This design comes from an exercise in tuning for small area on the open sky130 flow, not from production work.
Only simulation tests tie the RTL to the original design; equivalence was not proved.
Power and IR drop assume default switching activity.

<file path="run.sh">
#!/bin/bash
# synth_recipe.tcl (not shown) runs the flow's synth.tcl, then flattens the netlist and writes it again
# the make line also repeats each setting of config.mk as NAME=value (left out here)
make -C /OpenROAD-flow-scripts/flow DESIGN_CONFIG=/design/flow/config.mk WORK_HOME=/design/flow/orfs CLKGATE_MAP_FILE= SYNTH_SCRIPT=/design/flow/synth_recipe.tcl finish
</file>
<file path="config.mk">
export PLATFORM = sky130hd
export DESIGN_NAME = fetch_top
export DESIGN_NICKNAME = fetch_top
export VERILOG_FILES = /design/flow/design.v
export SDC_FILE = /design/flow/constraint.sdc
export NUM_CORES = 4
export LEC_CHECK = 0
export CAP_MARGIN = 30
export CORE_MARGIN = 2
export CORE_UTILIZATION = 50
export PLACE_DENSITY = 0.6
export SETUP_SLACK_MARGIN = 0.4
export SLEW_MARGIN = 20
export SYNTH_HIERARCHICAL = 1
export SYNTH_MEMORY_MAX_BITS = 8192
export SYNTH_MINIMUM_KEEP_SIZE = 0
</file>
<file path="constraint.sdc">
create_clock -name core_clock -period 18.0 [get_ports {clk}]
set_input_delay 3.6000 -clock core_clock [delete_from_list [all_inputs] [get_ports {clk}]]
set_output_delay 3.6000 -clock core_clock [all_outputs]
set_load 0.01 [all_outputs]
</file>
<file path="design.v">
package fetch_pkg;
   localparam int inst_w      = 16;
   localparam int fetch_width = 4;
   localparam int slot_w      = $clog2(fetch_width);
   localparam int max_branches = 2;
   localparam int cnt_w        = $clog2(max_branches + 1);
   localparam int rom_depth_log2 = 8;
   localparam int rom_depth      = 1 << rom_depth_log2;
   localparam int         bht_index_w = 6;
   localparam int         bht_depth   = 1 << bht_index_w;
   localparam logic [1:0] ctr_init    = 2'b01;
   localparam int                   op_hi         = 15;
   localparam int                   op_lo         = 12;
   localparam logic [op_hi-op_lo:0] jump_op       = '1;
   localparam logic [1:0]           branch_prefix = 2'b10;
   localparam int                   imm_jump_mask = 2;
   localparam int off_hi     = 11;
   localparam int br_off_w   = 8;
   localparam int br_off_lo  = off_hi - br_off_w + 1;
   localparam int jmp_off_w  = 10;
   localparam int jmp_off_lo = off_hi - jmp_off_w + 1;
endpackage
`timescale 1ns/1ps
module fu_aoi222 (input logic a1, a2, b1, b2, c1, c2, output logic y);
   assign y = ~((a1 & a2) | (b1 & b2) | (c1 & c2));
endmodule
module fu_nand2 (input logic a, b, output logic y);
   assign y = ~(a & b);
endmodule
module fu_nand3 (input logic a, b, c, output logic y);
   assign y = ~(a & b & c);
endmodule
module fu_nand4 (input logic a, b, c, d, output logic y);
   assign y = ~(a & b & c & d);
endmodule
module fu_nor2 (input logic a, b, output logic y);
   assign y = ~(a | b);
endmodule
module fu_inv (input logic a, output logic y);
   assign y = ~a;
endmodule
module fu_sel64 (input logic [63:0] d, input logic [63:0] s, output logic y);
   logic [21:0] n;
   logic [5:0]  m;
   logic [2:0]  p;
   for (genvar g = 0; g < 21; g++) begin : g_t
      fu_aoi222 u_t (.a1(d[3*g]), .a2(s[3*g]), .b1(d[3*g+1]), .b2(s[3*g+1]),
                     .c1(d[3*g+2]), .c2(s[3*g+2]), .y(n[g]));
   end
   fu_nand2 u_t21 (.a(d[63]), .b(s[63]), .y(n[21]));
   fu_nand4 u_m0 (.a(n[0]),  .b(n[1]),  .c(n[2]),  .d(n[3]),  .y(m[0]));
   fu_nand4 u_m1 (.a(n[4]),  .b(n[5]),  .c(n[6]),  .d(n[7]),  .y(m[1]));
   fu_nand4 u_m2 (.a(n[8]),  .b(n[9]),  .c(n[10]), .d(n[11]), .y(m[2]));
   fu_nand4 u_m3 (.a(n[12]), .b(n[13]), .c(n[14]), .d(n[15]), .y(m[3]));
   fu_nand4 u_m4 (.a(n[16]), .b(n[17]), .c(n[18]), .d(n[19]), .y(m[4]));
   fu_nand2 u_m5 (.a(n[20]), .b(n[21]), .y(m[5]));
   fu_nor2  u_p0 (.a(m[0]), .b(m[1]), .y(p[0]));
   fu_nor2  u_p1 (.a(m[2]), .b(m[3]), .y(p[1]));
   fu_nor2  u_p2 (.a(m[4]), .b(m[5]), .y(p[2]));
   fu_nand3 u_y  (.a(p[0]), .b(p[1]), .c(p[2]), .y(y));
endmodule
module fu_sel4 (input logic [3:0] d, input logic [3:0] s, output logic y);
   logic [3:0] n;
   for (genvar k = 0; k < 4; k++) begin : g_t
      fu_nand2 u_n (.a(d[k]), .b(s[k]), .y(n[k]));
   end
   fu_nand4 u_y (.a(n[0]), .b(n[1]), .c(n[2]), .d(n[3]), .y(y));
endmodule
module fu_dec64 (input logic [5:0] a, output logic [63:0] y);
   logic [5:0] an;
   logic [7:0] lo_n, hi_n;
   for (genvar i = 0; i < 6; i++) begin : g_inv
      fu_inv u_i (.a(a[i]), .y(an[i]));
   end
   for (genvar l = 0; l < 8; l++) begin : g_pre
      fu_nand3 u_lo (.a(l[0] ? a[0] : an[0]), .b(l[1] ? a[1] : an[1]),
                     .c(l[2] ? a[2] : an[2]), .y(lo_n[l]));
      fu_nand3 u_hi (.a(l[0] ? a[3] : an[3]), .b(l[1] ? a[4] : an[4]),
                     .c(l[2] ? a[5] : an[5]), .y(hi_n[l]));
   end
   for (genvar j = 0; j < 64; j++) begin : g_y
      fu_nor2 u_y (.a(hi_n[j/8]), .b(lo_n[j%8]), .y(y[j]));
   end
endmodule
`timescale 1ns/1ps
import fetch_pkg::*;
module fetch_top
(
   input  logic                      clk,
   input  logic                      rst_n,
   input  logic                      load_en,
   input  logic [rom_depth_log2-1:0] load_addr,
   input  logic [inst_w-1:0]         load_data,
   input  logic                      stall_fetch,
   input  logic                      stall_for_jump,
   input  logic                      commit_br,
   input  logic                      mispred_num,
   input  logic                      redirect_en,
   input  logic [inst_w-1:0]         redirect_pc,
   input  logic                      bp_update,
   input  logic [inst_w-1:0]         bp_pc,
   input  logic                      bp_taken,
   output logic [inst_w-1:0]         pc,
   output logic [inst_w-1:0]         inst0,
   output logic [inst_w-1:0]         inst1,
   output logic [inst_w-1:0]         inst2,
   output logic [inst_w-1:0]         inst3,
   output logic [fetch_width-1:0]    tkn_brnch,
   output logic [fetch_width-1:0]    is_im_jmp,
   output logic                      brch_full
);
   logic [rom_depth*inst_w-1:0] mem;
   logic [rom_depth-1:0]        we;
   always_comb begin
      for (int a = 0; a < rom_depth; a++) begin
         we[a] = load_en && (load_addr == rom_depth_log2'(a));
      end
   end
   always_ff @(posedge clk) begin
      for (int a = 0; a < rom_depth; a++) begin
         if (we[a]) begin
            mem[a*inst_w +: inst_w] <= load_data;
         end
      end
   end
   logic [1:0]        b;
   logic [5:0]        row [4];
   logic [63:0]       rsel [4];
   logic [inst_w-1:0] bank [4];
   assign b = pc[1:0];
   for (genvar k = 0; k < 4; k++) begin : g_bank
      logic [63:0] col [inst_w];
      assign row[k] = pc[7:2] + 6'((k < b) ? 1 : 0);
      fu_dec64 u_dec (.a(row[k]), .y(rsel[k]));
      for (genvar t = 0; t < inst_w; t++) begin : g_bit
         for (genvar j = 0; j < 64; j++) begin : g_row
            assign col[t][j] = mem[(4*j+k)*inst_w + t];
         end
         fu_sel64 u_rd (.d(col[t]), .s(rsel[k]), .y(bank[k][t]));
      end
   end
   logic [bht_depth-1:0] bht_hi, bht_lon;
   logic [bht_depth-1:0] bsel;
   logic                 hb [4];
   logic                 h [4];
   logic [15:0]          hsel [4];
   always_comb begin
      for (int e = 0; e < bht_depth; e++) begin
         bsel[e] = bp_update && (bp_pc[5:0] == 6'(e));
      end
   end
   always_ff @(posedge clk or negedge rst_n) begin
      if (!rst_n) begin
         bht_hi  <= '0;
         bht_lon <= '0;
      end else begin
         for (int e = 0; e < bht_depth; e++) begin
            if (bsel[e]) begin
               if (bp_taken) begin
                  bht_hi[e]  <= bht_hi[e] | ~bht_lon[e];
                  bht_lon[e] <= ~(bht_hi[e] | bht_lon[e]);
               end else begin
                  bht_hi[e]  <= bht_hi[e] & ~bht_lon[e];
                  bht_lon[e] <= ~(bht_hi[e] & bht_lon[e]);
               end
            end
         end
      end
   end
   always_comb begin
      for (int k = 0; k < 4; k++) begin
         for (int j = 0; j < 16; j++) begin
            hsel[k][j] = row[k][3:0] == 4'(j);
         end
         hb[k] = 1'b0;
         for (int j = 0; j < 16; j++) begin
            hb[k] = hb[k] | (bht_hi[4*j+k] & hsel[k][j]);
         end
      end
      for (int i = 0; i < 4; i++) begin
         h[i] = hb[(b + 2'(i)) & 2'd3];
      end
   end
   logic [1:0]  br_cnt, br_live, cnt_nxt, dec_amt;
   logic        hold_q;
   logic        kill;
   logic [3:0]  squash, third, tkn, imj, tgt;
   logic [2:0]  n_issue;
   logic        dec_br [4];
   logic        dec_jmp [4];
   logic        dec_imj [4];
   logic [3:0]  bdec_br, bdec_jmp, bdec_imj;
   always_comb begin
      for (int k = 0; k < 4; k++) begin
         bdec_br[k]  = bank[k][15:14] == 2'b10 && bank[k][13:12] != 2'b00;
         bdec_jmp[k] = bank[k][15:12] == 4'hF;
         bdec_imj[k] = bdec_jmp[k] && bank[k][1:0] == 2'b00;
      end
      for (int i = 0; i < 4; i++) begin
         dec_br[i]  = bdec_br[(b + 2'(i)) & 2'd3];
         dec_jmp[i] = bdec_jmp[(b + 2'(i)) & 2'd3];
         dec_imj[i] = bdec_imj[(b + 2'(i)) & 2'd3];
      end
   end
   always_comb begin
      kill    = stall_fetch | stall_for_jump | hold_q;
      br_live = br_cnt;
      n_issue = '0;
      squash  = '0;
      third   = '0;
      tkn     = '0;
      imj     = '0;
      for (int i = 0; i < 4; i++) begin
         if (kill) begin
            squash[i] = 1'b1;
         end else if (dec_br[i]) begin
            if (br_live[1]) begin
               third[i]  = 1'b1;
               squash[i] = 1'b1;
               kill      = 1'b1;
            end else begin
               br_live = br_live + 2'd1;
               tkn[i]  = h[i];
               kill    = h[i];
            end
         end else if (dec_jmp[i]) begin
            imj[i] = dec_imj[i];
            kill   = 1'b1;
         end
         if (!squash[i]) begin
            n_issue = n_issue + 3'd1;
         end
      end
      tgt = tkn | imj;
   end
   always_comb begin
      for (int i = 0; i < 4; i++) begin
         tkn_brnch[3-i] = tkn[i];
         is_im_jmp[3-i] = imj[i];
      end
   end
   logic [3:0]        osel [4];
   logic [inst_w-1:0] inst [4];
   always_comb begin
      for (int i = 0; i < 4; i++) begin
         for (int k = 0; k < 4; k++) begin
            osel[i][k] = !squash[i] && (((b + 2'(i)) & 2'd3) == 2'(k));
         end
      end
   end
   for (genvar i = 0; i < 4; i++) begin : g_slot
      for (genvar t = 0; t < inst_w; t++) begin : g_bit
         fu_sel4 u_o (.d({bank[3][t], bank[2][t], bank[1][t], bank[0][t]}),
                      .s(osel[i]), .y(inst[i][t]));
      end
   end
   assign inst0 = inst[0];
   assign inst1 = inst[1];
   assign inst2 = inst[2];
   assign inst3 = inst[3];
   assign brch_full = hold_q;
   logic [10:0] off, step;
   logic [2:0]  base_inc;
   logic [3:0] tgtb;
   always_comb begin
      off      = '0;
      base_inc = n_issue;
      for (int i = 0; i < 4; i++) begin
         if (tgt[i]) begin
            base_inc = 3'(i);
         end
      end
      for (int k = 0; k < 4; k++) begin
         tgtb[k] = tgt[(2'(k) - b) & 2'd3];
         if (tgtb[k]) begin
            if (bdec_imj[k]) off = {bank[k][11], bank[k][11:2]};
            else             off = {{3{bank[k][11]}}, bank[k][11:4]};
         end
      end
      step = off + 11'(base_inc);
   end
   always_ff @(posedge clk or negedge rst_n) begin
      if (!rst_n) begin
         pc <= '0;
      end else if (redirect_en) begin
         pc <= redirect_pc;
      end else begin
         pc <= pc + {{5{step[10]}}, step};
      end
   end
   always_comb begin
      dec_amt = commit_br ? (mispred_num ? 2'd2 : 2'd1) : 2'd0;
      cnt_nxt = (br_live > dec_amt) ? br_live - dec_amt : 2'd0;
   end
   always_ff @(posedge clk or negedge rst_n) begin
      if (!rst_n) begin
         br_cnt <= '0;
         hold_q <= 1'b0;
      end else begin
         br_cnt <= cnt_nxt;
         if (commit_br) begin
            hold_q <= 1'b0;
         end else if (|third) begin
            hold_q <= 1'b1;
         end
      end
   end
endmodule
</file>
==> results of run 1 <==
==> kinds of logic (layout without fill, tap and decap cells) <==
kind of cell	Yosys count	after routing	synth area share
buf+inv	143	1578	0.00352
other cells	0	15	0
simple gates	2297	2297	0.0664
mux	47	47	0.00483
compound gates	1762	1762	0.103
fa+ha+maj	43	43	0.00362
xor+xnor	36	36	0.00203
flops	4243	4243	0.817
==> power by group <==
part	switching [uW]	internal (uW)	total, uW
combinational	5780	1730	7510
sequential	105	10900	11000
clock	3660	4860	8520
total	9550	17500	27000
==> layout make-up <==
class,count,area (sq um)
Inverter,58,218
Timing Repair Buffer,747,6270
Antenna cell,15,37.5
Fill cell,22971,129000
Clock buffer,551,11300
Tap cell,4120,5150
Clock inverter,222,2110
Sequential cell,4243,127000
Multi-Input combinational cell,4185,27900
==> per-stage QoR <==
step / setup slack, ns / hold WS (ns) / instance area, sq um
6_report: 1.49 / 0.491 / 180000
3_5_place_dp: 2.54 / 0.482 / 166000
3_3_place_gp: 2.64 / 0.465 / 166000
4_1_cts: 1.44 / 0.491 / 179000
2_1_floorplan: 7.07 / 0.452 / 155000
5_1_grt: 1.44 / 0.515 / 180000
==> per-layer routing <==
layer  vias to the layer above  track usage  wire length, um
li1                      39673            -                -
met1                     47976        0.386           172000
met2                      5537        0.440           213000
met3                       842       0.0606            49200
met4                         8        0.146            26400
met5                         -            0              304
==> Yosys stat by module, one instance, submodules excluded, excerpt <==
| module | cell area, sq um | cells inside | copies in the design | flip-flops and latches |
|---|---|---|---|---|
| fetch_top | 135000 | 5859 | 1 | 4243 |
| fu_aoi222 | 10.0 | 1 | 1344 | 0 |
| fu_inv | 3.75 | 1 | 24 | 0 |
| fu_nand2 | 3.75 | 1 | 384 | 0 |
| fu_nand3 | 5.00 | 1 | 128 | 0 |
| fu_nand4 | 6.26 | 1 | 384 | 0 |
| fu_nor2 | 3.75 | 1 | 448 | 0 |
==> registers in the layout, indices dropped and copies added, names as in the netlist <==
register / count
bht_lon: 64
pc: 16
br_cnt: 2
bht_hi: 64
mem: 4096
hold_q: 1
==> placed cells by master, fill, tap and decap left out, types with 8 or more instances in the layout <==
cell type        instances
bufinv_16               30
diode_2                 15
edfxtp_1              4096
buf_8                   23
o22ai_1                 10
o21ai_0                152
nand2b_1                10
dfrtp_1                145
clkinv_1                96
o21bai_1                 8
nor3_2                   8
nor2b_1                 18
clkbuf_8                11
clkdlybuf4s50_1        125
ha_1                    40
nand2_1                566
nand3_1                227
nor2_2                  27
a21oi_1                179
nor3_1                  75
mux2i_1                 16
a222oi_1              1344
xnor2_1                 24
buf_4                  572
inv_1                   56
clkinv_2                66
mux4_2                  16
mux2_2                  11
nor2_1                 911
xor2_1                  11
buf_6                   16
clkbuf_1               110
and2_1                  15
or3_1                    8
nand4_1                394
clkbuf_16              429
==> worst max-delay path, delay by kind of cell, from the launching register on <==
family | cells | cell delay [ns]
xor gates and xnor gates | 1 | 0.60
DFF | 1 | 0.36
buffers and inverters | 8 | 2.27
adders and majority gates | 5 | 1.64
AOI/OAI and AO/OA | 4 | 1.90
and+or+nand+nor | 13 | 4.74
muxes | 1 | 0.39
==> path summary, 6_finish.rpt <==
check / startpoint / to / slack (ns) / cells past startpoint
worst max-delay path: pc[0] / inst3[0] / 1.49 / 32
worst min-delay path: bht_hi[5] / bht_lon[5] / 0.49 / 1
worst max register to register: pc[0] / pc[15] / 3.32 / 48
worst min register to register: bht_hi[5] / bht_lon[5] / 0.49 / 1
max in group asynchronous: rst_n / bht_lon[32] / 14.23 / 3
min in group asynchronous: rst_n / bht_lon[47] / 2.67 / 1
==> metrics.md, run 1 <==
| Metric | Value |
|---|---|
| Relative slew slack | 0.175 |
| P_leak | between 0.05 and 0.06 uW |
| Hold/Removal Path Class | reg2reg |
| Initial Util | 0.502 |
| Worst skew pair latency | 0.96 ns |
| Final worst-path cycle share | 0.917 |
| Slew Viols, Final | 0 |
| Worst Path Arrival | 12.91 ns |
| Peak VDD IR | 193 uV |
| Clk sink count | 4243 |
| Max Clock Freq | 0.0606 GHz |
| Synth area leaders | edfxtp_1, a222oi_1, dfrtp_1 |
| EDFF count, synth | between 4000 and 5000 |
| Routed WL | roughly 460 mm |
| Asr flop ratio synth | 0.0346 |
| Setup CP Type | reg2out |
| Sequential-to-total area share from yosys stat | 0.817 |
| Clock buffer count from CTS | 423 |
| Finished Layout Cells | 14141 |
| DRC errors left | 0 |
| Crit-path slowest cell | and2_1 |
| Mapped Avg Cell Area | around 18 sq um |
| Share of post-route cells with drive strength above 1 | 0.129 |
| Synth area leader | edfxtp_1 |
| Finished Core Util | 0.582 |
| DR vias | 94036 |
| Final net count | ~9800 |
| Initial DRC count | 17575 |
| Clock Tree Buf Depth | 4 |
| Nature of the critical path startpoint | flip-flop |
| Vias in the first global route | ~91000 |
| Synth Instances | about 8600 |
| Clock-pin slew on the worst setup and hold paths | 0.06 ns |
| DR vias/cell | 6.65 |
| RSZ-0062 raised after global routing | false |
| Count leader, synth | edfxtp_1 |
| Post-route ant nets | 0 |
| Detailed placement HPWL | approximately 290 mm |
| Max stage delay on crit path | 0.87 ns |
| Antenna violations before repair | 23 |
| Post-synth top flop | edfxtp_1 |
| Mapped Nets | slightly below 9000 |
| # placed instances | between 10000 and 15000 |
| Top-Level Pins | 155 |
| Setup TNS | 0 ns |
| Final hold violation count | 0 |
| Worst Path Max Fanout | 24 |
| Flops & latches, synth | 4243 |
| Setup Viol. Count Final | 0 |
| Overflow after GRT | 0 |
| Cts hold-fix bufs | 0 |
| Num rows | 204 |
| Synth cell types | 81 |
| Clock root cell | clkbuf_16 |
| Layout Skew | slightly below 0.04 ns |
| CTS tree | yes |
| First-pass detailed-route iteration total | 17 |
| Pin slew with the least headroom to its limit | ~1.2 ns |
| H-tree levels | 5 |
| Port Buffers | 144 |
| Outcome | finished clean |
| Drt wl/cell | between 30 and 40 um |
| Req. time, crit path | ~14 ns |
| Post-CTS sizing | 0 |
| Minimum clock period | 16.51 ns |
| Yosys warning total | 34 |
| Total core area | 309000 sq um |
| Synth cell count leaders | edfxtp_1, a222oi_1, nor2_1 |
| CP dominant cell by count | ha_1 |
| Width of the die | 561 um |
| Critical path endpoint category | primary output |
| Total die area | 315000 sq um |
| Max Cap Viol | 0 |
| Setup bufs post-CTS | 0 |
| Power, Total | 27000 uW |
| Die Height | 561 um |
| Post-Syn Area | 155000 sq um |
| Area Overhead vs Synth | 15.9% |
| Placer congestion estimate | around 0.91 |
| Pwr dens | around 150 nW/um^2 |
| Pin count of the biggest net entering global routing | roughly 160 |
| First-pass GRT wire length | 647 mm |
| Post-synth top area share | 0.793 |
| All-Layer GR Usage | 0.285 |
==> run 2, diff against run 1 <==
--- a/config.mk
+++ b/config.mk
@@ -9,4 +9,6 @@
 export CORE_MARGIN = 2
-export CORE_UTILIZATION = 50
-export PLACE_DENSITY = 0.6
+export CORE_UTILIZATION = 65
+export CTS_CLUSTER_DIAMETER = 80
+export CTS_CLUSTER_SIZE = 26
+export PLACE_DENSITY = 0.72
 export SETUP_SLACK_MARGIN = 0.4
==> run 2 against run 1 <==
Non-clock buffer count grew 10. Register-to-register slack got worse by 0.33 ns. Critical path type unchanged. Hold slack better by 0.0082 ns. Synthesized area unchanged. Combinational power fell by 3%. Maximum frequency rose by 2.0%. Utilization up 13 points.
==> metrics.md, run 2 <==
| Metric | Value |
|---|---|
| Req. time, crit path | 14.40 ns (about the same) |
| Placer congestion estimate | 0.934 (+2.5%) |
| Vias in the first global route | 87799 (-3.0%) |
| Initial DRC count | 20376 (+16%) |
| Flops & latches, synth | 4243 (unchanged) |
| Post-synth top area share | 0.793 (unchanged) |
| Clock Tree Buf Depth | 3 (-1) |
| CTS tree | yes |
| Worst skew pair latency | 0.92 ns (-0.04 ns) |
| Setup Viol. Count Final | 0 (unchanged) |
| Hold slack | 0.499 ns (+0.00821 ns) |
| R2r endpoint | pc[15] |
| Worst Path Arrival | 12.59 ns (-0.32 ns) |
| Post-route ant nets | 0 (unchanged) |
| Synth area leaders | edfxtp_1, a222oi_1, dfrtp_1 |
| Asr flop ratio synth | 0.0346 (unchanged) |
| Power, Total | 23100 uW (-14%) |
| Top reg by flops | mem |
| Share of post-route cells with drive strength above 1 | 0.0978 (-0.0309) |
| Yosys warning total | 34 (unchanged) |
| DR vias/cell | 7.39 (+11%) |
| All-Layer GR Usage | 0.355 (+0.0696) |
| Reg2reg path depth | 46 (-4.2%) |
| Routed WL | 438 mm (-5.1%) |
| Mapped Nets | 8680 (unchanged) |
| Commonest non-fill, non-tap cell in the layout | edfxtp_1 |
| Count leader, synth | edfxtp_1 |
| Total die area | 242000 sq um (-23%) |
| Outcome | finished clean |
| Final hold violation count | 0 (unchanged) |
| Relative slew slack | 0.258 (+0.0830) |
| Cts hold-fix bufs | 0 (unchanged) |
| Top Registers | mem (4096), bht_hi (64), bht_lon (64) |
| Max stage delay on crit path | 0.93 ns (+0.06 ns) |
| Num rows | 179 (-12%) |
| Clock-pin slew on the worst setup and hold paths | 0.10 ns (+0.04 ns) |
| Sequential-to-total area share from yosys stat | 0.817 (unchanged) |
| Max reg flops | 4096 (unchanged) |
| Synth cell count leaders | edfxtp_1, a222oi_1, nor2_1 |
| Setup CP Type | reg2out |
| EDFF count, synth | 4096 (unchanged) |
| Slew Viols, Final | 0 (unchanged) |
| RSZ-0062 raised after global routing | false |
| Final worst-path cycle share | 0.899 (-0.0177) |
| Critical path endpoint category | primary output |
| First-pass GRT wire length | 615 mm (-5.0%) |
| Pin count of the biggest net entering global routing | 129 (-20%) |
| P_leak | 0.0534 uW (-6.9%) |
| Hold/Removal Path Class | reg2reg |
| Most frequent cells in the layout | edfxtp_1, a222oi_1, nor2_1 |
| Nature of the critical path startpoint | flip-flop |
| Minimum clock period | 16.19 ns (-0.318 ns) |
| Synth Instances | 8571 (unchanged) |
| Overflow after GRT | 0 (unchanged) |
| Setup bufs post-CTS | 0 (unchanged) |
| Width of the die | 492 um (-12%) |
| Area Overhead vs Synth | 9.89% |
| Layout Skew | 0.0605 ns (+0.0209 ns) |
| # placed instances | 12396 (-7.0%) |
| Max Clock Freq | 0.0618 GHz (+2.0%) |
| Top-Level Pins | 155 (unchanged) |
| Worst hold stages | 1 (unchanged) |
| Synth area leader | edfxtp_1 |
| Antenna violations before repair | 22 (-4.3%) |
| Setup TNS | 0 ns (unchanged) |
| Detailed placement HPWL | 276 mm (-3.8%) |
| Clk sink count | 4243 (unchanged) |
| Crit-path slowest cell | o41ai_1 |
| Max Cap Viol | 0 (unchanged) |
| First-pass detailed-route iteration total | 15 (-2) |
| Hold EP | bht_lon[0] |
| Die Height | 492 um (-12%) |
| Final net count | 9541 (-2.3%) |
| Port Buffers | 144 (unchanged) |
| DR vias | 93692 (-0.37%) |
| Clock buffer count from CTS | 187 (-56%) |
| Pwr dens | 136 nW/um^2 (-9.7%) |
| Total core area | 238000 sq um (-23%) |
| Clock root cell | clkbuf_16 |
| Finished Layout Cells | 12680 (-10%) |
| Peak VDD IR | 123 uV (-37%) |
| Reg-to-reg setup timing slack | 2.99 ns (-0.33 ns) |
| Hold Path Origin | bht_hi[0] |
| Mapped Avg Cell Area | 18.1 sq um (unchanged) |
| Synth cell types | 81 (unchanged) |
| Pre-CTS setup slack | 2.95 ns (+0.412 ns) |
| DRC errors left | 0 (unchanged) |
| Initial Util | 0.652 (+0.150) |
| Worst Path Max Fanout | 16 (-33%) |
| Post-Syn Area | 155000 sq um (unchanged) |
| Post-CTS sizing | 0 (unchanged) |
| Pin slew with the least headroom to its limit | 1.11 ns (-0.125 ns) |
| Drt wl/cell | 34.5 um (+5.9%) |
| H-tree levels | 4 (-1) |
| Final worst slack | 1.81 ns (+0.318 ns) |
| Post-synth top flop | edfxtp_1 |
| CP dominant cell by count | ha_1 |
| RR Startpoint | pc[0] |
[run 2: cell counts after synthesis]
Identical to the previous run, type by type.
[run 2: kinds of logic after synthesis]
group | after synthesis | share of synthesized area
flops | 4243 | 0.817
xor+xnor | 36 | 0.00203
buf+inv | 143 | 0.00352
mux | 47 | 0.00483
fa+ha+maj | 43 | 0.00362
compound gates | 1762 | 0.103
simple gates | 2297 | 0.0664
[run 2: critical path, delay by kind of cell, from the launching register on]
| family | cells | cell delay [ns] |
|---|---|---|
| adder cells (fa/ha/maj) | 5 | 1.48 |
| multiplexers | 1 | 0.44 |
| AO/OA/AOI/OAI | 4 | 2.29 |
| flip-flops | 1 | 0.38 |
| buffers and inverters | 6 | 1.74 |
| XOR/XNOR | 1 | 0.62 |
| AND/OR/NAND/NOR | 13 | 4.72 |
[run 2: worst max path at each step]
stage	start	to	cells past startpoint
6_report	pc[0]	inst3[9]	30
5_1_grt	pc[0]	inst3[1]	30
4_1_cts	pc[0]	inst3[9]	30
3_5_place_dp	pc[0]	inst3[7]	30
3_3_place_gp	pc[0]	inst3[9]	30
2_1_floorplan	pc[0]	inst3[0]	32
[run 2: modules after synthesis (local to each module, per instance), excerpt]
module / cells / flip-flops and latches / area (sq um)
fetch_top: 5859 / 4243 / 135000
fu_aoi222: 1 / 0 / 10.0
fu_nand4: 1 / 0 / 6.26
fu_nand3: 1 / 0 / 5.00
fu_inv: 1 / 0 / 3.75
fu_nand2: 1 / 0 / 3.75
fu_nor2: 1 / 0 / 3.75
[run 2: power by group]
part / internal [uW] / switching (uW)
clock: 1970 / 2890
sequential: 10900 / 81.0
combinational: 1740 / 5580
[run 2: per-layer routing]
layer	vias to the layer above	GRT usage	routed length (um)
met5	-	0	34
met4	6	0.192	27500
met3	872	0.0657	56000
met2	7002	0.543	204000
met1	46945	0.494	150000
li1	38867	-	-
[run 2: cell type report]
cell class	count	area [sq um]
repair buffers	757	6300
clock inverters	30	395
inverters	58	218
fillers	14611	67200
clock buffers	229	4910
flip-flops and latches	4243	127000
well taps	3167	3960
diodes	11	27.5
multi-input cells	4185	27900
[run 2: metrics by stage]
stage	util	cell area, sq um
6_report	0.717	170000
5_1_grt	0.717	170000
3_3_place_gp	0.693	165000
2_1_floorplan	-	155000
4_1_cts	0.716	170000
3_5_place_dp	0.693	165000
==> run 3, diff against run 2 <==
--- a/design.v
+++ b/design.v
@@ -84,2 +84,25 @@
 endmodule
+module fu_and4 (input logic a, b, c, d, output logic y);
+   assign y = a & b & c & d;
+endmodule
+module fu_ao22 (input logic a1, a2, b1, b2, output logic y);
+   assign y = (a1 & a2) | (b1 & b2);
+endmodule
+module fu_dec256 (input logic en, input logic [7:0] a, output logic [255:0] y);
+   logic [7:0]  an;
+   logic [15:0] lo_n, hi_m, hi_n;
+   for (genvar i = 0; i < 8; i++) begin : g_inv
+      fu_inv u_i (.a(a[i]), .y(an[i]));
+   end
+   for (genvar l = 0; l < 16; l++) begin : g_pre
+      fu_nand4 u_lo (.a(l[0] ? a[0] : an[0]), .b(l[1] ? a[1] : an[1]),
+                     .c(l[2] ? a[2] : an[2]), .d(l[3] ? a[3] : an[3]), .y(lo_n[l]));
+      fu_and4  u_hm (.a(l[0] ? a[4] : an[4]), .b(l[1] ? a[5] : an[5]),
+                     .c(l[2] ? a[6] : an[6]), .d(l[3] ? a[7] : an[7]), .y(hi_m[l]));
+      fu_nand2 u_hi (.a(hi_m[l]), .b(en), .y(hi_n[l]));
+   end
+   for (genvar j = 0; j < 256; j++) begin : g_y
+      fu_nor2 u_y (.a(hi_n[j/16]), .b(lo_n[j%16]), .y(y[j]));
+   end
+endmodule
 `timescale 1ns/1ps
@@ -113,7 +136,3 @@
    logic [rom_depth-1:0]        we;
-   always_comb begin
-      for (int a = 0; a < rom_depth; a++) begin
-         we[a] = load_en && (load_addr == rom_depth_log2'(a));
-      end
-   end
+   fu_dec256 u_wdec (.en(load_en), .a(load_addr), .y(we));
    always_ff @(posedge clk) begin
@@ -146,7 +165,21 @@
    logic [15:0]          hsel [4];
+   logic [1:0] old_c, new_c;
+   logic       bhi_d [bht_depth];
+   logic       blon_d [bht_depth];
+   fu_dec64 u_bdec (.a(bp_pc[5:0]), .y(bsel));
+   fu_sel64 u_bhi (.d(bht_hi), .s(bsel), .y(old_c[1]));
+   fu_sel64 u_blon (.d(bht_lon), .s(bsel), .y(old_c[0]));
    always_comb begin
-      for (int e = 0; e < bht_depth; e++) begin
-         bsel[e] = bp_update && (bp_pc[5:0] == 6'(e));
+      new_c = old_c;
+      if (bp_update) begin
+         new_c[1] = (old_c[1] & ~old_c[0]) | ((old_c[1] | ~old_c[0]) & bp_taken);
+         new_c[0] = ~((old_c[1] & old_c[0]) | ((old_c[1] | old_c[0]) & bp_taken));
       end
    end
+   for (genvar e = 0; e < bht_depth; e++) begin : g_bht
+      logic seln;
+      fu_inv  u_n  (.a(bsel[e]), .y(seln));
+      fu_ao22 u_hi (.a1(bsel[e]), .a2(new_c[1]), .b1(seln), .b2(bht_hi[e]), .y(bhi_d[e]));
+      fu_ao22 u_lo (.a1(bsel[e]), .a2(new_c[0]), .b1(seln), .b2(bht_lon[e]), .y(blon_d[e]));
+   end
    always_ff @(posedge clk or negedge rst_n) begin
@@ -157,11 +190,4 @@
          for (int e = 0; e < bht_depth; e++) begin
-            if (bsel[e]) begin
-               if (bp_taken) begin
-                  bht_hi[e]  <= bht_hi[e] | ~bht_lon[e];
-                  bht_lon[e] <= ~(bht_hi[e] | bht_lon[e]);
-               end else begin
-                  bht_hi[e]  <= bht_hi[e] & ~bht_lon[e];
-                  bht_lon[e] <= ~(bht_hi[e] & bht_lon[e]);
-               end
-            end
+            bht_hi[e]  <= bhi_d[e];
+            bht_lon[e] <= blon_d[e];
          end
==> flow/run.sh (new file) <==
#!/bin/bash
# Standard ORFS layout with three changes: ports buffered with the smallest
# buffer, a clock tree of clkbuf_4 leaves without dummy loads, and
# non-critical gates downsized after global routing. make's full output goes
# to flow_make.log here; each ORFS step also keeps its own log under orfs/logs.
set -euo pipefail
cd "$(dirname "$0")/.."
bash standard.sh \
  "BUFFER_PORTS_ARGS=-buffer_cell sky130_fd_sc_hd__buf_1" \
  "CTS_ARGS=-sink_clustering_enable -repair_clock_nets -dont_use_dummy_load -sink_clustering_size 10 -sink_clustering_max_diameter 40 -buf_list sky130_fd_sc_hd__clkbuf_4" \
  RECOVER_POWER=100 \
  finish > flow_make.log 2>&1
==> standard.sh (new file) <==
#!/bin/bash
# synth_recipe.tcl (not shown) runs the flow's synth.tcl, then flattens the netlist and writes it again
# the make line also repeats each setting of config.mk as NAME=value (left out here)
make -C /OpenROAD-flow-scripts/flow DESIGN_CONFIG=/design/flow/config.mk WORK_HOME=/design/flow/orfs CLKGATE_MAP_FILE= SYNTH_SCRIPT=/design/flow/synth_recipe.tcl "${@:-finish}"
removed: run.sh
==> run 3 against run 2 <==
The layout now fails its checks (max-capacitance violations, max-slew violations). Critical path depth unchanged. Synthesized area shrank 0.36%. Sequential power hardly changed. Hold slack got worse by 0.0027 ns. Setup slack got worse by 0.13 ns. Design area shrank 2.2%. Largest cell class unchanged.
==> metrics.md, run 3 <==
| Metric | Value |
|---|---|
| Outcome | complete, but fails checks |
| SO Viols | max-capacitance violations, max-slew violations |
| # placed instances | 12149 (-2.0%) |
| Post-synth top area share | 0.796 (+0.00290) |
| Pwr dens | 145 nW/um^2 (+7.1%) |
| Worst hold stages | 1 (unchanged) |
| Req. time, crit path | 14.40 ns (about the same) |
| Post-synth top flop | edfxtp_1 |
| Routed WL | 439 mm (+0.28%) |
| Clock share of power | 0.176 (-0.034) |
| First-pass GRT wire length | 619 mm (+0.67%) |
| Max Clock Freq | 0.0613 GHz (-0.77%) |
| M3 GR Usage | 0.0820 (+0.0162) |
| Drt wl/cell | 34.5 um (-0.15%) |
| Max Cap Viol | 85 (+85) |
| Reg2reg path depth | 48 (+4.3%) |
| DR vias | 94624 (+0.99%) |
| Num rows | 178 (-0.56%) |
| Layer with the highest usage | met2 |
| Pin count of the biggest net entering global routing | 194 (+50%) |
| Antenna violations before repair | 17 (-23%) |
| Overflow after GRT | 0 (unchanged) |
| Width of the die | 492 um (-0.18%) |
| Relative slew slack | -5.59 (-5.84) |
| Slew Viols, Final | 4760 (+4760) |
| Most frequent cells in the layout | edfxtp_1, a222oi_1, nor2_1 |
| CTS tree | yes |
| EDFF count, synth | 4096 (unchanged) |
| Setup CP Type | reg2out |
| First-pass detailed-route iteration total | 17 (+2) |
| Hold Path Origin | bht_lon[0] |
| Share of post-route cells with drive strength above 1 | 0.0960 (-0.00173) |
| Clock root cell | clkbuf_4 |
| Seq group | 11000 uW (about the same) |
| Final net count | 9670 (+1.4%) |
| Synth Instances | 8258 (-3.7%) |
| Crit-path slowest cell | clkbuf_1 |
| Met2 global-route usage | 0.528 (-0.0156) |
| Clock Tree Buf Depth | 4 (+1) |
| Met1 Usage GRT | 0.511 (+0.0171) |
| Pin slew with the least headroom to its limit | 9.88 ns (+8.77 ns) |
| Final hold violation count | 0 (unchanged) |
| Synth area leaders | edfxtp_1, a222oi_1, dfrtp_1 |
| Hold EP | bht_lon[0] |
| Asr flop ratio synth | 0.0346 (unchanged) |
| Worst skew pair latency | 1.50 ns (+0.58 ns) |
| Setup TNS | 0 ns (unchanged) |
| Synth area leader | edfxtp_1 |
| Top reg by flops | mem |
| Setup bufs post-CTS | 0 (unchanged) |
| Vias in the first global route | 89810 (+2.3%) |
| Layout Skew | 0.132 ns (+0.0710 ns) |
| Post-placement cell area | 164000 sq um (-0.64%) |
| Cts hold-fix bufs | 0 (unchanged) |
| Area Overhead vs Synth | 7.83% |
| Worst Path Max Fanout | 26 (+10) |
| Max stage delay on crit path | 1.13 ns (+0.20 ns) |
| Critical path depth in cells | 30 (unchanged) |
| Placer congestion estimate | 0.953 (+2.1%) |
| Top-Level Pins | 155 (unchanged) |
| RR Startpoint | pc[0] |
| Clock buffer count from CTS | 546 (+190%) |
| Count leader, synth | edfxtp_1 |
| Post-route ant nets | 0 (unchanged) |
| Mapped Avg Cell Area | 18.7 sq um (+3.4%) |
| Max reg flops | 4096 (unchanged) |
| Top Registers | mem (4096), bht_hi (64), bht_lon (64) |
| Buf/Inv on CP | 7 (+1) |
| Sequential power share | 0.456 (-0.018) |
| Reg-to-reg setup timing slack | 3.53 ns (+0.54 ns) |
| All-Layer GR Usage | 0.357 (+0.00223) |
| P_int | 14500 uW (-0.33%) |
| Mapped Nets | 8367 (-3.6%) |
| P_leak | 0.0520 uW (-2.6%) |
| Combinational group power | 8920 uW (+22%) |
| DR vias/cell | 7.43 (+0.57%) |
| DRC errors left | 0 (unchanged) |
| Post-route cell area | 167000 sq um (-2.2%) |
| Sequential-to-total area share from yosys stat | 0.820 (+0.00298) |
| Top pwr grp | registers |
| Synth cell types | 94 (+16%) |
| Commonest non-fill, non-tap cell in the layout | edfxtp_1 |
| H-tree levels | 6 (+2) |
| Worst Setup SP | pc[0] |
| Nature of the critical path startpoint | flip-flop |
| Post-Syn Area | 154000 sq um (-0.36%) |
| P_clk | 4270 uW (-12%) |
| Die Height | 492 um (-0.18%) |
| Peak VDD IR | 298 uV (+140%) |
| Flops & latches, synth | 4243 (unchanged) |
| Worst Path Arrival | 12.72 ns (+0.13 ns) |
| RSZ-0062 raised after global routing | false |
| Port Buffers | 144 (unchanged) |
| Power, Total | 24200 uW (+4.7%) |
| Initial DRC count | 19705 (-3.3%) |
| Setup Viol. Count Final | 0 (unchanged) |
| Post-CTS sizing | 0 (unchanged) |
| Initial Util | 0.655 (+0.00251) |
| Detailed placement HPWL | 278 mm (+0.82%) |
| Gate power share | 0.368 (+0.052) |
| Hold/Removal Path Class | reg2reg |
| R2r endpoint | pc[15] |
| Clock-pin slew on the worst setup and hold paths | 0.07 ns (-0.03 ns) |
| Crit path capture | inst3[12] |
| Total die area | 242000 sq um (-0.36%) |
| Switching pwr | 9690 uW (+13%) |
| Minimum clock period | 16.32 ns (+0.126 ns) |
| CP top delay family | simple AND/OR/NAND/NOR gates |
| Synth cell count leaders | edfxtp_1, a222oi_1, nor2_1 |
| Final worst-path cycle share | 0.906 (+0.00701) |
| Clk sink count | 4243 (unchanged) |
| Finished Layout Cells | 12734 (+0.43%) |
| Yosys warning total | 36 (+5.9%) |
| Net Sw Frac | 0.400 (+0.0303) |
| Total core area | 236000 sq um (-0.75%) |
| Critical path endpoint category | primary output |
[run 3: cell count changes in the layout (fill, tap and decap cells not counted), sizes merged, moves of 16 or more]
| cell | change |
|---|---|
| clkdlybuf4s50 | -125 |
| a21oi | -142 |
| a22o | +129 |
| o21ai | -122 |
| nand3 | -64 |
| and4 | +16 |
| nor2 | -112 |
| nand2 | -41 |
| nand4 | +24 |
| buf | -215 |
| clkbuf | +682 |
| inv | +67 |
| a222oi | +44 |
| nor3 | -64 |
[run 3: metrics by stage]
stage | hold slack, ns | worst slack (ns) | utilization
floorplan | 0.463 | 7.66 | -
global placement | 0.479 | 4.34 | 0.693
detailed placement | 0.481 | 4.28 | 0.694
CTS | 0.505 | 2.77 | 0.711
global route | 0.521 | 1.14 | 0.706
finish | 0.497 | 1.68 | 0.706
[run 3: power by group through the flow]
| stage | registers, uW | logic [uW] | clock network (uW) |
|---|---|---|---|
| floorplan | 11200 | 4170 | 0 |
| global placement | 11200 | 8440 | 0 |
| detailed placement | 11200 | 8560 | 0 |
| CTS | 11000 | 8590 | 4320 |
[run 3: cell type report]
type / count / area (sq um)
clock buffer: 546 / 4100
multi-input combinational: 3853 / 27200
fill: 14962 / 69300
tap: 3150 / 3940
antenna: 25 / 62.6
inverter: 135 / 507
sequential: 4243 / 127000
timing repair buffer: 782 / 4130
[run 3: cells by family (layout without fill, tap and decap cells)]
group	Yosys count	in the layout	synth area share
compound gates	1678	1678	0.105
fa+ha+maj	43	43	0.00363
flops	4243	4243	0.820
simple gates	2046	2046	0.0602
xor+xnor	34	34	0.00202
buf+inv	162	1463	0.00434
other cells	0	25	0
mux	52	52	0.00497
[run 3: worst max-delay path by stage]
| stage | end | slack (ns) |
|---|---|---|
| 3_3_place_gp | inst3[15] | 4.34 |
| 2_1_floorplan | inst3[0] | 7.66 |
| 4_1_cts | inst3[14] | 2.77 |
| 3_5_place_dp | inst3[14] | 4.28 |
[run 3: modules after synthesis (local to each module, per instance), a selection]
module | flip-flops and latches | cells | cell area, sq um
fu_aoi222 | 0 | 1 | 10.0
fetch_top | 4243 | 4892 | 131000
fu_ao22 | 0 | 1 | 8.76
fu_nand4 | 0 | 1 | 6.26
fu_nand3 | 0 | 1 | 5.00
fu_inv | 0 | 1 | 3.75
fu_and4 | 0 | 1 | 8.76
fu_nor2 | 0 | 1 | 3.75
fu_nand2 | 0 | 1 | 3.75
[run 3: metal layers]
layer	vias to the layer above	wire, um
li1	38999	-
met5	-	63
met1	47011	154000
met4	10	24800
met2	7595	198000
met3	1009	62000
==> run 4, diff against run 3 <==
--- a/flow/run.sh
+++ b/flow/run.sh
@@ -1,3 +1,4 @@
 #!/bin/bash
-# Standard ORFS layout with three changes: ports buffered with the smallest
+# Standard ORFS layout with four changes: high-fanout nor2 drivers upsized
+# before placement (flow/upsize.tcl), ports buffered with the smallest
 # buffer, a clock tree of clkbuf_4 leaves without dummy loads, and
@@ -8,2 +9,3 @@
 bash standard.sh \
+  "PRE_GLOBAL_PLACE_TCL=$(pwd)/flow/upsize.tcl" \
   "BUFFER_PORTS_ARGS=-buffer_cell sky130_fd_sc_hd__buf_1" \
==> flow/upsize.tcl (new file) <==
# Before global placement: the one-hot select and write-enable lines are
# nor2 gates that each drive 16 loads. Give them the x2 drive so that the
# placer does not split them with buffer trees.
set n 0
foreach inst [get_cells *] {
  if {[get_property $inst ref_name] == "sky130_fd_sc_hd__nor2_1"} {
    set opin [get_pins -of_objects $inst -filter "direction == output"]
    set net [get_nets -of_objects $opin]
    set fo [llength [get_pins -of_objects $net -filter "direction == input"]]
    if {$fo >= 12} {
      replace_cell $inst sky130_fd_sc_hd__nor2_2
      incr n
    }
  }
}
puts "upsize.tcl: $n nor2 drivers set to nor2_2"
==> run 4 against run 3 <==
Flip-flop and latch count is the same. Via count fell by 1.3%. Hold slack worse by 0.0010 ns. Clock-buffer cell count is 8 higher. Non-clock buffer count down 388. Setup slack got worse by 0.73 ns. Largest cell class unchanged. Synthesized cell count is the same. Utilization decreased by 0.65 points. Final cell count down 3.1%. Clock skew is 0.026 ns higher. Wire length grew 0.64%. First-iteration DRC count decreased by 5.1%. Still fails the layout checks on max-capacitance violations, max-slew violations.
==> metrics.md, run 4 <==
| Metric | Value |
|---|---|
| Outcome | complete, but fails checks |
| SO Viols | max-capacitance violations, max-slew violations |
| Final worst-path cycle share | 0.947 (+0.0407) |
| Setup CP Type | reg2out |
| Post-route ant nets | 0 (unchanged) |
| R2r endpoint | pc[15] |
| Seq group | 11100 uW (about the same) |
| Reg-to-reg setup timing slack | 2.89 ns (-0.64 ns) |
| P_int | 14500 uW (-0.16%) |
| Pin slew with the least headroom to its limit | 9.29 ns (-0.585 ns) |
| Count leader, synth | edfxtp_1 |
| Pwr dens | 147 nW/um^2 (+1.4%) |
| Net Sw Frac | 0.403 (+0.00348) |
| Final worst slack | 0.951 ns (-0.733 ns) |
| All-Layer GR Usage | 0.358 (+0.000936) |
| Sequential-to-total area share from yosys stat | 0.820 (unchanged) |
| Switching pwr | 9820 uW (+1.3%) |
| Req. time, crit path | 14.40 ns (about the same) |
| Initial DRC count | 18698 (-5.1%) |
| RR Startpoint | pc[2] |
| Max stage delay on crit path | 1.23 ns (+0.10 ns) |
| Synth cell types | 94 (unchanged) |
| Flops & latches, synth | 4243 (unchanged) |
| Top pwr grp | registers |
| DRC errors left | 0 (unchanged) |
| Clk sink count | 4243 (unchanged) |
| Peak VDD IR | 214 uV (-28%) |
| Worst Setup SP | pc[2] |
| Critical path depth in cells | 25 (-17%) |
| Worst Path Arrival | 13.45 ns (+0.73 ns) |
| Setup bufs post-CTS | 0 (unchanged) |
| Max Clock Freq | 0.0587 GHz (-4.3%) |
| Drt wl/cell | 35.8 um (+3.8%) |
| Width of the die | 492 um (unchanged) |
| Final net count | 9290 (-3.9%) |
| Share of post-route cells with drive strength above 1 | 0.106 (+0.00964) |
| Setup TNS | 0 ns (unchanged) |
| Asr flop ratio synth | 0.0346 (unchanged) |
| Area Overhead vs Synth | 6.84% |
| Max reg flops | 4096 (unchanged) |
| Placer congestion estimate | 0.968 (+1.6%) |
| Top Registers | mem (4096), bht_hi (64), bht_lon (64) |
| P_leak | 0.0507 uW (-2.6%) |
| Synth area leader | edfxtp_1 |
| EDFF count, synth | 4096 (unchanged) |
| Worst skew pair latency | 1.47 ns (-0.03 ns) |
| Overflow after GRT | 0 (unchanged) |
| Final hold violation count | 0 (unchanged) |
| Combinational group power | 8970 uW (+0.6%) |
| Vias in the first global route | 88630 (-1.3%) |
| First-pass GRT wire length | 619 mm (about the same) |
| Num rows | 178 (unchanged) |
| Clock root cell | clkbuf_4 |
| First-pass detailed-route iteration total | 22 (+5) |
| Commonest non-fill, non-tap cell in the layout | edfxtp_1 |
| Clock share of power | 0.177 (about the same) |
| Mapped Avg Cell Area | 18.7 sq um (unchanged) |
| Routed WL | 442 mm (+0.64%) |
| Nature of the critical path startpoint | flip-flop |
| Gate power share | 0.368 (about the same) |
| Post-CTS sizing | 0 (unchanged) |
| CTS tree | yes |
| Yosys warning total | 36 (unchanged) |
| Setup Viol. Count Final | 0 (unchanged) |
| Antenna violations before repair | 20 (+3) |
| Hold Path Origin | bht_lon[43] |
| Relative slew slack | -5.20 (+0.390) |
| Synth Instances | 8258 (unchanged) |
| Crit-path slowest cell | clkbuf_1 |
| Crit path capture | inst3[15] |
| Buf/Inv on CP | 4 (-3) |
| H-tree levels | 6 (unchanged) |
| Pin count of the biggest net entering global routing | 191 (-1.5%) |
| Initial Util | 0.655 (unchanged) |
| Detailed placement HPWL | 279 mm (+0.13%) |
| Most frequent cells in the layout | edfxtp_1, a222oi_1, nor2_1 |
| Post-synth top area share | 0.796 (unchanged) |
| Worst Path Max Fanout | 20 (-23%) |
| Hold EP | bht_lon[43] |
| Reg2reg path depth | 47 (-2.1%) |
| Pre-CTS setup slack | 3.73 ns (-0.548 ns) |
| DR vias/cell | 7.57 (+1.8%) |
| Hold/Removal Path Class | reg2reg |
| Total core area | 236000 sq um (unchanged) |
| Worst hold stages | 1 (unchanged) |
| Clock-pin slew on the worst setup and hold paths | 0.08 ns (about the same) |
| Top reg by flops | mem |
| Post-synth top flop | edfxtp_1 |
| Total die area | 242000 sq um (unchanged) |
| Max Cap Viol | 176 (+110%) |
| Sequential power share | 0.455 (about the same) |
| Top-Level Pins | 155 (unchanged) |
| Die Height | 492 um (unchanged) |
| DR vias | 93415 (-1.3%) |
| Clock Tree Buf Depth | 4 (unchanged) |
| Post-Syn Area | 154000 sq um (unchanged) |
| Synth cell count leaders | edfxtp_1, a222oi_1, nor2_1 |
| Mapped Nets | 8367 (unchanged) |
| CP top delay family | simple AND/OR/NAND/NOR gates |
| Critical path endpoint category | primary output |
| P_clk | 4300 uW (about the same) |
| Clock buffer count from CTS | 554 (+1.5%) |
| RSZ-0062 raised after global routing | false |
| Slew Viols, Final | 5976 (+26%) |
| Port Buffers | 144 (unchanged) |
| Minimum clock period | 17.05 ns (+0.733 ns) |
| Synth area leaders | edfxtp_1, a222oi_1, dfrtp_1 |
| Cts hold-fix bufs | 0 (unchanged) |
| Layout Skew | 0.158 ns (+0.0261 ns) |
[run 4: cell counts after synthesis]
Identical to the previous run, type by type.
[run 4: area by class of cell]
cell class | instances | area, sq um
Tap cell | 3150 | 3940
Timing Repair Buffer | 394 | 1920
Antenna cell | 16 | 40.0
Multi-Input combinational cell | 3853 | 27800
Fill cell | 15079 | 70800
Inverter | 135 | 507
Clock buffer | 554 | 4160
Sequential cell | 4243 | 127000
[run 4: kinds of logic after synthesis]
family / Yosys count / share of synthesized area
AOI/OAI and AO/OA: 1678 / 0.105
xor gates and xnor gates: 34 / 0.00202
adders and majority gates: 43 / 0.00363
buffers and inverters: 162 / 0.00434
DFF: 4243 / 0.820
muxes: 52 / 0.00497
and+or+nand+nor: 2046 / 0.0602
[run 4: modules after synthesis (local to each module, per instance), excerpt]
module     area (sq um)  flops+latches  times used
fetch_top        131000           4243           1
fu_aoi222          10.0              0        1386
fu_ao22            8.76              0         128
fu_nand4           6.26              0         410
fu_inv             3.75              0         102
fu_and4            8.76              0          16
fu_nor2            3.75              0         774
fu_nand3           5.00              0         146
fu_nand2           3.75              0         404
[run 4: metal layers]
metal	GRT usage	vias up	wire length, um
met2	0.540	7162	203000
met4	0.176	10	25000
met1	0.506	46957	156000
met5	0.00456	-	210
met3	0.0762	1004	58000
li1	-	38282	-
[run 4: worst max path at each step]
stage | from | endpoint | slack, ns | cells past startpoint
CTS | pc[0] | inst3[15] | 2.17 | 28
detailed placement | pc[0] | inst3[15] | 3.73 | 28
floorplan | stall_for_jump | inst3[0] | 7.66 | 13
global placement | pc[0] | inst3[14] | 3.78 | 28
[run 4: metrics by stage]
step | cells | cell area (sq um) | power (uW) | util | hold WS (ns)
2_1_floorplan | 8258 | 154000 | 15400 | - | 0.463
3_3_place_gp | 11662 | 161000 | 19700 | 0.684 | 0.479
3_5_place_dp | 11702 | 162000 | 19800 | 0.687 | 0.480
4_1_cts | 12256 | 166000 | 24000 | 0.704 | 0.501
5_1_grt | 12342 | 165000 | 25000 | 0.700 | 0.510
6_report | 12345 | 165000 | 24300 | 0.700 | 0.496
[run 4: power groups by stage]
stage	logic (uW)	clock network (uW)	registers, uW
2_1_floorplan	4170	0	11200
3_3_place_gp	8480	0	11200
3_5_place_dp	8600	0	11200
4_1_cts	8640	4350	11000
==> run 5, diff against run 4 <==
==> flow/run.sh (replaced) <==
#!/bin/bash
# Standard ORFS layout with three changes: high-fanout nor2 drivers upsized
# before placement (flow/upsize.tcl), ports buffered with the smallest
# buffer, and a clock tree of clkbuf_4 leaves without dummy loads. make's
# full output goes to flow_make.log here; each ORFS step also keeps its own
# log under orfs/logs.
set -euo pipefail
cd "$(dirname "$0")/.."
bash standard.sh \
  "PRE_GLOBAL_PLACE_TCL=$(pwd)/flow/upsize.tcl" \
  "BUFFER_PORTS_ARGS=-buffer_cell sky130_fd_sc_hd__buf_1" \
  "CTS_ARGS=-sink_clustering_enable -repair_clock_nets -dont_use_dummy_load -sink_clustering_size 10 -sink_clustering_max_diameter 40 -buf_list sky130_fd_sc_hd__clkbuf_4" \
  finish > flow_make.log 2>&1
==> run 5 against run 4 <==
The run now finishes clean. Combinational power about the same. Sequential share of layout area decreased by 0.98 points. Synthesized cell count unchanged. Die area unchanged.
==> metrics.md, run 5 <==
| Metric | Value |
|---|---|
| Outcome | finished clean |
| DR vias/cell | 7.56 (about the same) |
| Fill count | 14694 (-2.6%) |
| Commonest non-fill, non-tap cell in the layout | edfxtp_1 |
| Setup bufs post-CTS | 0 (unchanged) |
| Slew Viols, Final | 0 (-100%) |
| Final hold violation count | 0 (unchanged) |
| All-Layer GR Usage | 0.358 (unchanged) |
| Sequential-to-total area share from yosys stat | 0.820 (unchanged) |
| P_int | 14500 uW (about the same) |
| Minimum clock period | 16.13 ns (-0.920 ns) |
| Critical path endpoint category | primary output |
| Clock Tree Buf Depth | 4 (unchanged) |
| Overflow after GRT | 0 (unchanged) |
| Crit-path slowest cell | xor2_2 |
| Net Sw Frac | 0.404 (+0.000443) |
| Met2 global-route usage | 0.540 (unchanged) |
| Synth Instances | 8258 (unchanged) |
| Area Overhead vs Synth | 8.22% |
| Final worst-path cycle share | 0.896 (-0.0511) |
| Nature of the critical path startpoint | flip-flop |
| CTS tree | yes |
| Drt wl/cell | 35.7 um (-0.25%) |
| Clock buffer count from CTS | 554 (unchanged) |
| Final net count | 9290 (unchanged) |
| M3 GR Usage | 0.0762 (unchanged) |
| Setup CP Type | reg2out |
| Post-synth top area share | 0.796 (unchanged) |
| Peak VDD IR | 214 uV (about the same) |
| Layout Skew | 0.142 ns (-0.0152 ns) |
| Synth area leader | edfxtp_1 |
| Flops & latches, synth | 4243 (unchanged) |
| Post-synth top flop | edfxtp_1 |
| Max Cap Viol | 0 (-100%) |
| Pin slew with the least headroom to its limit | 1.31 ns (-7.98 ns) |
| DR vias | 93378 (-0.040%) |
| Pwr dens | 146 nW/um^2 (-1.3%) |
| Met1 Usage GRT | 0.506 (unchanged) |
| Port Buffers | 144 (unchanged) |
| Clk sink count | 4243 (unchanged) |
| Worst skew pair latency | 1.44 ns (-0.03 ns) |
| Synth cell types | 94 (unchanged) |
| Req. time, crit path | 14.40 ns (about the same) |
| Initial DRC count | 17979 (-3.8%) |
| Worst Path Max Fanout | 16 (-20%) |
| Asr flop ratio synth | 0.0346 (unchanged) |
| Setup TNS | 0 ns (unchanged) |
| Pin count of the biggest net entering global routing | 191 (unchanged) |
| Synth area leaders | edfxtp_1, a222oi_1, dfrtp_1 |
| Finished Core Util | 0.709 (+0.00905) |
| Hold/Removal Path Class | reg2reg |
| Routed WL | 440 mm (-0.26%) |
| RSZ-0062 raised after global routing | false |
| Relative slew slack | 0.125 (+5.32) |
| Post-route ant nets | 0 (unchanged) |
| Worst Path Arrival | 12.53 ns (-0.92 ns) |
| Most frequent cells in the layout | edfxtp_1, a222oi_1, clkbuf_4 |
| Setup Viol. Count Final | 0 (unchanged) |
| Yosys warning total | 36 (unchanged) |
| First-pass GRT wire length | 619 mm (unchanged) |
| Width of the die | 492 um (unchanged) |
| Max stage delay on crit path | 0.85 ns (-0.38 ns) |
| Top Registers | mem (4096), bht_hi (64), bht_lon (64) |
| Count leader, synth | edfxtp_1 |
| Gate power share | 0.370 (+0.002) |
| Switching pwr | 9830 uW (+0.11%) |
| Max Clock Freq | 0.0620 GHz (+5.7%) |
| Mapped Nets | 8367 (unchanged) |
| Hold slack | 0.498 ns (+0.00225 ns) |
| Sequential power share | 0.453 (-0.002) |
| Synth cell count leaders | edfxtp_1, a222oi_1, nor2_1 |
| H-tree levels | 6 (unchanged) |
| Clock share of power | 0.177 (about the same) |
| First-pass detailed-route iteration total | 15 (-32%) |
| Post-CTS sizing | 0 (unchanged) |
| Clock root cell | clkbuf_4 |
| Share of post-route cells with drive strength above 1 | 0.154 (+0.0486) |
| DRC errors left | 0 (unchanged) |
| Top-Level Pins | 155 (unchanged) |
| P_leak | 0.0516 uW (+1.8%) |
| Vias in the first global route | 88630 (unchanged) |
| Detailed placement HPWL | 279 mm (unchanged) |
| Cts hold-fix bufs | 0 (unchanged) |
| Post-Syn Area | 154000 sq um (unchanged) |
| Die Height | 492 um (unchanged) |
| Total die area | 242000 sq um (unchanged) |
| Clock-pin slew on the worst setup and hold paths | 0.10 ns (+0.02 ns) |
| EDFF count, synth | 4096 (unchanged) |
| Total core area | 236000 sq um (unchanged) |
| Placer congestion estimate | 0.968 (unchanged) |
| Layer with the highest usage | met2 |
| Mapped Avg Cell Area | 18.7 sq um (unchanged) |
| Initial Util | 0.655 (unchanged) |
| Top reg by flops | mem |
| Num rows | 178 (unchanged) |
| Antenna violations before repair | 16 (-20%) |
| Max reg flops | 4096 (unchanged) |
[run 5: area by class of cell]
type	instances	area [sq um]	area share
Timing Repair Buffer	394	3380	0.0202
Antenna cell	15	37.5	0.000225
Multi-Input combinational cell	3853	28500	0.170
Tap cell	3150	3940	0.0236
Clock buffer	554	4160	0.0249
Inverter	135	507	0.00303
Sequential cell	4243	127000	0.758
[run 5: kinds of logic after synthesis]
logic type / share of synthesized area
flip-flops: 0.820
AO/OA/AOI/OAI: 0.105
buffers and inverters: 0.00434
adder cells (fa/ha/maj): 0.00363
multiplexers: 0.00497
AND/OR/NAND/NOR: 0.0602
XOR/XNOR: 0.00202
[run 5: critical path: cells and delay by family, from the launching register on]
kind	cells	cell delay, ns
simple gates	13	5.75
compound gates	5	1.59
buf+inv	5	1.33
fa+ha+maj	3	0.93
xor+xnor	1	0.85
flops	1	0.40
mux	1	0.27
[run 5: final timing paths]
kind	to	from	slack (ns)	depth (start not counted)
hold reg to reg	bht_lon[43]	bht_lon[43]	0.50	1
max in group asynchronous	bht_lon[19]	rst_n	14.13	4
min in group asynchronous	br_cnt[1]	rst_n	2.08	1
setup / recovery	inst3[15]	pc[0]	1.87	28
hold / removal	bht_lon[43]	bht_lon[43]	0.50	1
setup reg to reg	pc[15]	pc[0]	3.46	49
[run 5: power groups by stage]
stage	registers [uW]	logic (uW)	clock network (uW)
floorplan	11200	4170	0
global placement	11200	8480	0
detailed placement	11200	8600	0
CTS	11000	8640	4350
global route	11000	9210	4720
finish	11000	9000	4310
[run 5: metal layers]
metal | wire length, um | share of wire
met5 | 207 | 0.00047
met3 | 57300 | 0.13
met1 | 156000 | 0.35
met4 | 24400 | 0.055
met2 | 203000 | 0.46
[run 5: modules after synthesis, one instance, submodules excluded, a selection]
module | area [sq um] | cells inside | times used
fu_inv | 3.75 | 1 | 102
fu_nand4 | 6.26 | 1 | 410
fu_nand2 | 3.75 | 1 | 404
fu_and4 | 8.76 | 1 | 16
fu_nor2 | 3.75 | 1 | 774
fu_nand3 | 5.00 | 1 | 146
fu_aoi222 | 10.0 | 1 | 1386
fu_ao22 | 8.76 | 1 | 128
fetch_top | 131000 | 4892 | 1
[run 5: through the flow]
step / std cells / instance area [sq um] / setup WS (ns) / power, uW
2_1_floorplan: 8258 / 154000 / 7.66 / 15400
3_3_place_gp: 11662 / 161000 / 3.78 / 19700
3_5_place_dp: 11702 / 162000 / 3.73 / 19800
4_1_cts: 12256 / 166000 / 2.17 / 24000
5_1_grt: 12342 / 167000 / 1.69 / 25000
6_report: 12344 / 167000 / 1.87 / 24300

## re-timing with driven ports
The results above use ideal ports. As a check the final layouts listed here were re-extracted and re-timed, cells and wires unchanged.
Step 1 assumes that a clkbuf_16 drives the clock port and a buf_2 every other input.
Step 2 times the ports against the registers' clock, not the clock port: input delays grow and output delays shrink by t, the midpoint of the rising clock arrivals with the driver on.
Slacks: ideal ports / drivers / drivers and shift; pairs: ideal ports / drivers.
run	t, ns	setup slack, ns	worst hold slack (ns)	slew at the worst register clock pin (ns)	cell pins on the clock port's net
run 1	1.041	1.492 / 1.398 / 2.439	0.491 / 0.491 / 0.491	0.07 / 0.07	1
run 2	0.989	1.810 / 1.715 / 2.704	0.499 / 0.499 / 0.499	0.11 / 0.11	1
run 3	1.488	1.684 / 1.599 / 3.087	0.497 / 0.497 / 0.497	0.11 / 0.11	1
run 4	1.465	0.951 / 0.866 / 2.331	0.496 / 0.496 / 0.496	0.11 / 0.11	1
run 5	1.461	1.871 / 1.786 / 3.247	0.498 / 0.498 / 0.498	0.11 / 0.11	1
